This design comes from an exercise in tuning for small area on the open sky130 flow, not from production work.
In this exercise RTL edits were held to simulation tests only and were not proved equivalent to the original.
Power figures rest on the tool's default switching activity, not on a simulated workload.

==> run G: inputs <==
// pu_sequencer
module pu_sequencer #(
   parameter int WIDTH = 32,
   parameter int LEN   = 8,
   parameter int ROWS  = 4
) (
   input  logic                             clk,
   input  logic                             rst,
   input  logic                             wr_en,
   input  logic                             wr_sel,
   input  logic [$clog2(ROWS*LEN)-1:0]      wr_addr,
   input  logic [WIDTH-1:0]                 wr_data,
   input  logic                             start,
   output logic                             busy,
   output logic                             done,
   output logic                             pu_en,
   output logic [WIDTH-1:0]                 pu_x1, pu_x2, pu_x3, pu_x4,
   output logic [WIDTH-1:0]                 pu_w1, pu_w2, pu_w3, pu_w4,
   input  logic [WIDTH-1:0]                 pu_data,
   output logic                             out_valid,
   output logic [((ROWS > 1) ? $clog2(ROWS) : 1)-1:0] out_row,
   output logic [WIDTH-1:0]                 out_data
);
clock: 5.0 ns
lec_check: 0
cap_margin: 10
core_margin: 2
core_utilization: 70
place_density: 0.85
slew_margin: 10
synth_hierarchical: 1
standard.sh (not shown) runs the stock make flow with config.mk's settings and CLKGATE_MAP_FILE= SYNTH_SCRIPT=/design/flow/synth_recipe.tcl, a recipe that flattens the netlist after the stock synthesis.
==> flow/flow/run.sh <==
#!/bin/bash
# The standard layout, with the port buffers made from the smallest plain
# buffer, and a clock tree with larger sink clusters and no dummy loads.
set -euo pipefail
export BUFFER_PORTS_ARGS="-buffer_cell sky130_fd_sc_hd__buf_1"
export CTS_ARGS="-sink_clustering_enable -repair_clock_nets -dont_use_dummy_load -sink_clustering_size 30 -sink_clustering_max_diameter 70 -buf_list {sky130_fd_sc_hd__clkbuf_16}"
bash standard.sh > standard_flow.log 2>&1
==> run C: changes against run G <==
--- a/flow/design.v
+++ b/flow/design.v
@@ -16,36 +16,34 @@
    output logic [WIDTH-1:0]                 pu_x1, pu_x2, pu_x3, pu_x4,
    output logic [WIDTH-1:0]                 pu_w1, pu_w2, pu_w3, pu_w4,
    input  logic [WIDTH-1:0]                 pu_data,
    output logic                             out_valid,
    output logic [((ROWS > 1) ? $clog2(ROWS) : 1)-1:0] out_row,
    output logic [WIDTH-1:0]                 out_data
 );
-   logic [3:0]       seq, seq_nx;
+   logic [3:0]       seq;
    logic [WIDTH-1:0] x_buf [8];
    logic [WIDTH-1:0] w_buf [32];
    logic [WIDTH-1:0] acc;
    logic             we;
    logic [7:0]       csel;
    logic             ph;
    logic [WIDTH-1:0] wr_data_ph;
    logic [WIDTH-1:0] w_lane [4];
    assign busy      = (seq < 4'd10);
    assign pu_en     = ~seq[3];
    assign done      = (seq == 4'd10);
    assign out_valid = (seq == 4'd3) || (seq == 4'd5) || (seq == 4'd7) || (seq == 4'd9);
    assign out_row   = 2'(seq[3:1] - 3'd1);
    assign out_data  = acc;
-   always_comb begin
-      if (rst)                                         seq_nx = 4'd15;
-      else if (seq == 4'd10 || seq > 4'd10)            seq_nx = start ? 4'd0 : 4'd15;
-      else                                             seq_nx = seq + 4'd1;
+   always_ff @(posedge clk) begin
+      if (rst)                                         seq <= 4'd15;
+      else if (seq == 4'd10 || seq > 4'd10)            seq <= start ? 4'd0 : 4'd15;
+      else                                             seq <= seq + 4'd1;
    end
-   always_ff @(posedge clk)
-      seq <= seq_nx;
    assign we = wr_en && !busy && !rst;
    for (genvar k = 0; k < 8; k++) begin : g_x
       logic set;
       assign set = we && !wr_sel && wr_addr == 5'(k);
       pu_sequencer_word #(.W(WIDTH)) u_word (
          .clk(clk), .keep(!set), .set(set), .d(wr_data), .q(x_buf[k]));
    end
@@ -56,17 +54,17 @@
    assign wr_data_ph = wr_data ^ {WIDTH{ph}};
    for (genvar k = 0; k < 32; k++) begin : g_w
       logic set;
       assign set = we && wr_sel && wr_addr == 5'(k);
       pu_sequencer_iword #(.W(WIDTH)) u_word (
          .clk(clk), .keep(!set), .set(set), .dn(wr_data_ph), .q(w_buf[k]));
    end
-   always_ff @(posedge clk)
-      for (int c = 0; c < 8; c++)
-         csel[c] <= (seq_nx[2:0] == 3'(c));
+   for (genvar c = 0; c < 8; c++) begin : g_csel
+      assign csel[c] = (seq[2:0] == 3'(c));
+   end
    pu_sequencer_sel2 #(.W(WIDTH)) u_x1 (.s0(!seq[0]), .s1(seq[0]), .a0(x_buf[0]), .a1(x_buf[4]), .y(pu_x1));
    pu_sequencer_sel2 #(.W(WIDTH)) u_x2 (.s0(!seq[0]), .s1(seq[0]), .a0(x_buf[1]), .a1(x_buf[5]), .y(pu_x2));
    pu_sequencer_sel2 #(.W(WIDTH)) u_x3 (.s0(!seq[0]), .s1(seq[0]), .a0(x_buf[2]), .a1(x_buf[6]), .y(pu_x3));
    pu_sequencer_sel2 #(.W(WIDTH)) u_x4 (.s0(!seq[0]), .s1(seq[0]), .a0(x_buf[3]), .a1(x_buf[7]), .y(pu_x4));
    pu_sequencer_sel8 #(.W(WIDTH)) u_w1 (.s(csel),
       .a0(w_buf[0]), .a1(w_buf[4]), .a2(w_buf[8]),  .a3(w_buf[12]),
       .a4(w_buf[16]), .a5(w_buf[20]), .a6(w_buf[24]), .a7(w_buf[28]), .y(w_lane[0]));
@@ -79,79 +77,16 @@
    pu_sequencer_sel8 #(.W(WIDTH)) u_w4 (.s(csel),
       .a0(w_buf[3]), .a1(w_buf[7]), .a2(w_buf[11]), .a3(w_buf[15]),
       .a4(w_buf[19]), .a5(w_buf[23]), .a6(w_buf[27]), .a7(w_buf[31]), .y(w_lane[3]));
    assign pu_w1 = w_lane[0] ^ {WIDTH{ph}};
    assign pu_w2 = w_lane[1] ^ {WIDTH{ph}};
    assign pu_w3 = w_lane[2] ^ {WIDTH{ph}};
    assign pu_w4 = w_lane[3] ^ {WIDTH{ph}};
-   logic [WIDTH-1:0] acc_sum;
-   pu_sequencer_add u_add (.a(acc & {WIDTH{!seq[0]}}), .b(pu_data), .s(acc_sum));
    always_ff @(posedge clk)
-      acc <= acc_sum;
-endmodule
-module pu_sequencer_add (
-   input  logic [31:0] a,
-   input  logic [31:0] b,
-   output logic [31:0] s
-);
-   logic [3:0] c;
-   pu_sequencer_rca8 u_b0 (.a(a[7:0]), .b(b[7:0]), .s(s[7:0]), .co(c[0]));
-   for (genvar k = 1; k < 4; k++) begin : g_blk
-      logic [7:0] s0;
-      logic       co0;
-      pu_sequencer_rca8 u_rca (.a(a[8*k +: 8]), .b(b[8*k +: 8]), .s(s0), .co(co0));
-      pu_sequencer_inc8 u_inc (.s0(s0), .co0(co0), .ci(c[k-1]), .s(s[8*k +: 8]), .co(c[k]));
-   end
-endmodule
-module pu_sequencer_rca8 (
-   input  logic [7:0] a,
-   input  logic [7:0] b,
-   output logic [7:0] s,
-   output logic       co
-);
-   logic [8:0] c;
-   pu_sequencer_ha u_ha (.a(a[0]), .b(b[0]), .s(s[0]), .co(c[1]));
-   for (genvar i = 1; i < 8; i++) begin : g_bit
-      pu_sequencer_fa u_fa (.a(a[i]), .b(b[i]), .ci(c[i]), .s(s[i]), .co(c[i+1]));
-   end
-   assign co = c[8];
-endmodule
-module pu_sequencer_inc8 (
-   input  logic [7:0] s0,
-   input  logic       co0,
-   input  logic       ci,
-   output logic [7:0] s,
-   output logic       co
-);
-   logic [8:0] ones;    
-   assign ones[0] = 1'b1;
-   for (genvar i = 0; i < 8; i++) begin : g_bit
-      assign ones[i+1] = ones[i] & s0[i];
-      assign s[i]      = s0[i] ^ (ci & ones[i]);
-   end
-   assign co = co0 | (ci & ones[8]);
-endmodule
-module pu_sequencer_ha (
-   input  logic a,
-   input  logic b,
-   output logic s,
-   output logic co
-);
-   assign s  = a ^ b;
-   assign co = a & b;
-endmodule
-module pu_sequencer_fa (
-   input  logic a,
-   input  logic b,
-   input  logic ci,
-   output logic s,
-   output logic co
-);
-   assign s  = a ^ b ^ ci;
-   assign co = (a & b) | (ci & (a ^ b));
+      acc <= (seq[0] ? '0 : acc) + pu_data;
 endmodule
 module pu_sequencer_word #(
    parameter int W = 32
 ) (
    input  logic         clk,
    input  logic         keep,
    input  logic         set,
==> flow/flow/run.sh (replaced) <==
#!/bin/bash
# The standard layout, with the port buffers made from the smallest plain
# buffer, a clock tree with larger sink clusters and no dummy loads, and
# the slack-driven downsizing after global routing turned on.
set -euo pipefail
export BUFFER_PORTS_ARGS="-buffer_cell sky130_fd_sc_hd__buf_1"
export CTS_ARGS="-sink_clustering_enable -repair_clock_nets -dont_use_dummy_load -sink_clustering_size 28 -sink_clustering_max_diameter 60 -buf_list {sky130_fd_sc_hd__clkbuf_16}"
export RECOVER_POWER=100
bash standard.sh > standard_flow.log 2>&1
--- a/flow/config.mk
+++ b/flow/config.mk
@@ -4,10 +4,9 @@
 export VERILOG_FILES = /design/flow/design.v
 export SDC_FILE = /design/flow/constraint.sdc
 export NUM_CORES = 4
 export LEC_CHECK = 0
 export CAP_MARGIN = 10
 export CORE_MARGIN = 2
 export CORE_UTILIZATION = 70
-export PLACE_DENSITY = 0.85
 export SLEW_MARGIN = 10
 export SYNTH_HIERARCHICAL = 1
==> run D: changes against run G <==
==> flow/design.v (replaced) <==
module pu_sequencer #(
   parameter int WIDTH = 32,
   parameter int LEN   = 8,
   parameter int ROWS  = 4
) (
   input  logic                             clk,
   input  logic                             rst,
   input  logic                             wr_en,
   input  logic                             wr_sel,
   input  logic [$clog2(ROWS*LEN)-1:0]      wr_addr,
   input  logic [WIDTH-1:0]                 wr_data,
   input  logic                             start,
   output logic                             busy,
   output logic                             done,
   output logic                             pu_en,
   output logic [WIDTH-1:0]                 pu_x1, pu_x2, pu_x3, pu_x4,
   output logic [WIDTH-1:0]                 pu_w1, pu_w2, pu_w3, pu_w4,
   input  logic [WIDTH-1:0]                 pu_data,
   output logic                             out_valid,
   output logic [((ROWS > 1) ? $clog2(ROWS) : 1)-1:0] out_row,
   output logic [WIDTH-1:0]                 out_data
);
   logic [3:0]       seq;
   logic [WIDTH-1:0] x_buf [8];
   logic [WIDTH-1:0] w_buf [32];
   logic [WIDTH-1:0] acc;
   logic             we;
   logic [7:0]       csel;
   assign busy      = (seq < 4'd10);
   assign pu_en     = ~seq[3];
   assign done      = (seq == 4'd10);
   assign out_valid = (seq == 4'd3) || (seq == 4'd5) || (seq == 4'd7) || (seq == 4'd9);
   assign out_row   = 2'(seq[3:1] - 3'd1);
   assign out_data  = acc;
   always_ff @(posedge clk) begin
      if (rst)                                         seq <= 4'd15;
      else if (seq == 4'd10 || seq > 4'd10)            seq <= start ? 4'd0 : 4'd15;
      else                                             seq <= seq + 4'd1;
   end
   assign we = wr_en && !busy && !rst;
   for (genvar k = 0; k < 8; k++) begin : g_x
      logic set;
      assign set = we && !wr_sel && wr_addr == 5'(k);
      pu_sequencer_word #(.W(WIDTH)) u_word (
         .clk(clk), .keep(!set), .set(set), .d(wr_data), .q(x_buf[k]));
   end
   for (genvar k = 0; k < 32; k++) begin : g_w
      logic set;
      assign set = we && wr_sel && wr_addr == 5'(k);
      pu_sequencer_word #(.W(WIDTH)) u_word (
         .clk(clk), .keep(!set), .set(set), .d(wr_data), .q(w_buf[k]));
   end
   for (genvar c = 0; c < 8; c++) begin : g_csel
      assign csel[c] = (seq[2:0] == 3'(c));
   end
   pu_sequencer_sel2 #(.W(WIDTH)) u_x1 (.s0(!seq[0]), .s1(seq[0]), .a0(x_buf[0]), .a1(x_buf[4]), .y(pu_x1));
   pu_sequencer_sel2 #(.W(WIDTH)) u_x2 (.s0(!seq[0]), .s1(seq[0]), .a0(x_buf[1]), .a1(x_buf[5]), .y(pu_x2));
   pu_sequencer_sel2 #(.W(WIDTH)) u_x3 (.s0(!seq[0]), .s1(seq[0]), .a0(x_buf[2]), .a1(x_buf[6]), .y(pu_x3));
   pu_sequencer_sel2 #(.W(WIDTH)) u_x4 (.s0(!seq[0]), .s1(seq[0]), .a0(x_buf[3]), .a1(x_buf[7]), .y(pu_x4));
   pu_sequencer_sel8 #(.W(WIDTH)) u_w1 (.s(csel),
      .a0(w_buf[0]), .a1(w_buf[4]), .a2(w_buf[8]),  .a3(w_buf[12]),
      .a4(w_buf[16]), .a5(w_buf[20]), .a6(w_buf[24]), .a7(w_buf[28]), .y(pu_w1));
   pu_sequencer_sel8 #(.W(WIDTH)) u_w2 (.s(csel),
      .a0(w_buf[1]), .a1(w_buf[5]), .a2(w_buf[9]),  .a3(w_buf[13]),
      .a4(w_buf[17]), .a5(w_buf[21]), .a6(w_buf[25]), .a7(w_buf[29]), .y(pu_w2));
   pu_sequencer_sel8 #(.W(WIDTH)) u_w3 (.s(csel),
      .a0(w_buf[2]), .a1(w_buf[6]), .a2(w_buf[10]), .a3(w_buf[14]),
      .a4(w_buf[18]), .a5(w_buf[22]), .a6(w_buf[26]), .a7(w_buf[30]), .y(pu_w3));
   pu_sequencer_sel8 #(.W(WIDTH)) u_w4 (.s(csel),
      .a0(w_buf[3]), .a1(w_buf[7]), .a2(w_buf[11]), .a3(w_buf[15]),
      .a4(w_buf[19]), .a5(w_buf[23]), .a6(w_buf[27]), .a7(w_buf[31]), .y(pu_w4));
   always_ff @(posedge clk)
      acc <= (seq[0] ? '0 : acc) + pu_data;
endmodule
module pu_sequencer_word #(
   parameter int W = 32
) (
   input  logic         clk,
   input  logic         keep,
   input  logic         set,
   input  logic [W-1:0] d,
   output logic [W-1:0] q
);
   always_ff @(posedge clk)
      q <= (q & {W{keep}}) | (d & {W{set}});
endmodule
module pu_sequencer_sel2 #(
   parameter int W = 32
) (
   input  logic         s0,
   input  logic         s1,
   input  logic [W-1:0] a0,
   input  logic [W-1:0] a1,
   output logic [W-1:0] y
);
   assign y = (a0 & {W{s0}}) | (a1 & {W{s1}});
endmodule
module pu_sequencer_sel8 #(
   parameter int W = 32
) (
   input  logic [7:0]   s,
   input  logic [W-1:0] a0, a1, a2, a3, a4, a5, a6, a7,
   output logic [W-1:0] y
);
   assign y = (a0 & {W{s[0]}}) | (a1 & {W{s[1]}}) | (a2 & {W{s[2]}}) | (a3 & {W{s[3]}})
            | (a4 & {W{s[4]}}) | (a5 & {W{s[5]}}) | (a6 & {W{s[6]}}) | (a7 & {W{s[7]}});
endmodule
==> flow/run.sh (new file) <==
#!/bin/bash
# synth_recipe.tcl (not shown) runs the flow's synth.tcl, then flattens the netlist and writes it again
# the make line also repeats each setting of config.mk as NAME=value (left out here)
make -C /OpenROAD-flow-scripts/flow DESIGN_CONFIG=/design/flow/config.mk WORK_HOME=/design/flow/orfs CLKGATE_MAP_FILE= SYNTH_SCRIPT=/design/flow/synth_recipe.tcl finish
==> flow/config.mk (replaced) <==
export PLATFORM = sky130hd
export DESIGN_NAME = pu_sequencer
export DESIGN_NICKNAME = pu_sequencer
export VERILOG_FILES = /design/flow/design.v
export SDC_FILE = /design/flow/constraint.sdc
export NUM_CORES = 4
export LEC_CHECK = 0
export CAP_MARGIN = 20
export CORE_MARGIN = 2
export CORE_UTILIZATION = 40
export SLEW_MARGIN = 20
export SYNTH_HIERARCHICAL = 1
removed: flow/flow/run.sh
removed: flow/standard.sh
==> impl_metrics.py <==
metrics = {
    "status": {
        "status": "finished clean",
    },
    "placement": {
        "place_congestion": 0.950,
    },
    "cts": {
        "cts_made_buffers": 54,
    },
    "final_layout": {
        "fillers": 4538,
        "final_common_cell": "dfxtp_1",
    },
    "detailed_routing": {
        "wl_met2_mm": 66.3,
        "m1WireLength_mm": 54.8,
    },
    "setup_path": {
        "cpLargestDelayFamily": "adder cells",
    },
    "power": {
        "power_combinational_uw": 3240,
    },
}
The numbers above come from run G.

==> impl_metrics.py <==
metrics = {
    "status": {
        "status": "failed layout checks",
        "failed_checks": "max-capacitance violations, max-slew violations",
    },
    "final_layout": {
        "final_common_cell": "dfxtp_1",
        "fillers": 5064,
    },
    "sta": {
        "finalMaxSlewViolations": 1478,
    },
    "setup_path": {
        "cpLargestDelayFamily": "buffers and inverters",
    },
    "placement": {
        "place_congestion": 0.898,
    },
    "flow_run": {
        "maxCapViolCount": 45,
    },
    "power": {
        "power_combinational_uw": 3870,
    },
    "detailed_routing": {
        "wl_met2_mm": 68.8,
    },
    "cts": {
        "cts_made_buffers": 69,
    },
}
The numbers above come from run C.

==> impl_metrics.py <==
metrics = {
    "final_layout": {
        "final_common_cell": "a22o_1",
        "fillers": 11162,
    },
    "status": {
        "status": "finished clean",
    },
    "cts": {
        "cts_made_buffers": 142,
    },
    "detailed_routing": {
        "m1WireLength_mm": 77.8,
        "wl_met2_mm": 81.3,
    },
    "power": {
        "power_combinational_uw": 3620,
    },
}
The numbers above come from run D.

[what the ideal ports hide]
The results above use ideal ports. As a check the final layouts listed here were re-extracted and re-timed, cells and wires unchanged.
Step 1, drivers: a clkbuf_16 drives clk and a buf_2 each remaining input, both assumed.
Step 2 moves the port delays by t, midway between the first and last clock arrival at a register: inputs arrive t later, outputs are due t later. That takes back most of the time a late clock gives input paths.
Slacks: no drivers / after step 1 / after step 2; pairs: no drivers / after step 1.
| run | shift t [ns] | setup slack, ns | worst setup path at the end | worst register clock-pin slew, ns |
|---|---|---|---|---|
| run G | 0.706 | 0.277 / 0.277 / -0.211 | input to register | 0.11 / 0.11 |
| run C | 0.692 | 0.122 / 0.053 / 0.110 | input to register | 0.11 / 0.11 |
| run D | 0.820 | 0.300 / 0.218 / 0.909 | input to register | 0.06 / 0.06 |
With both steps, setup timing fails in run G, where it was met with ideal ports. The setup slack of run G, which loses most, moves by 0.000 ns with the drivers and by -0.488 ns with both steps.
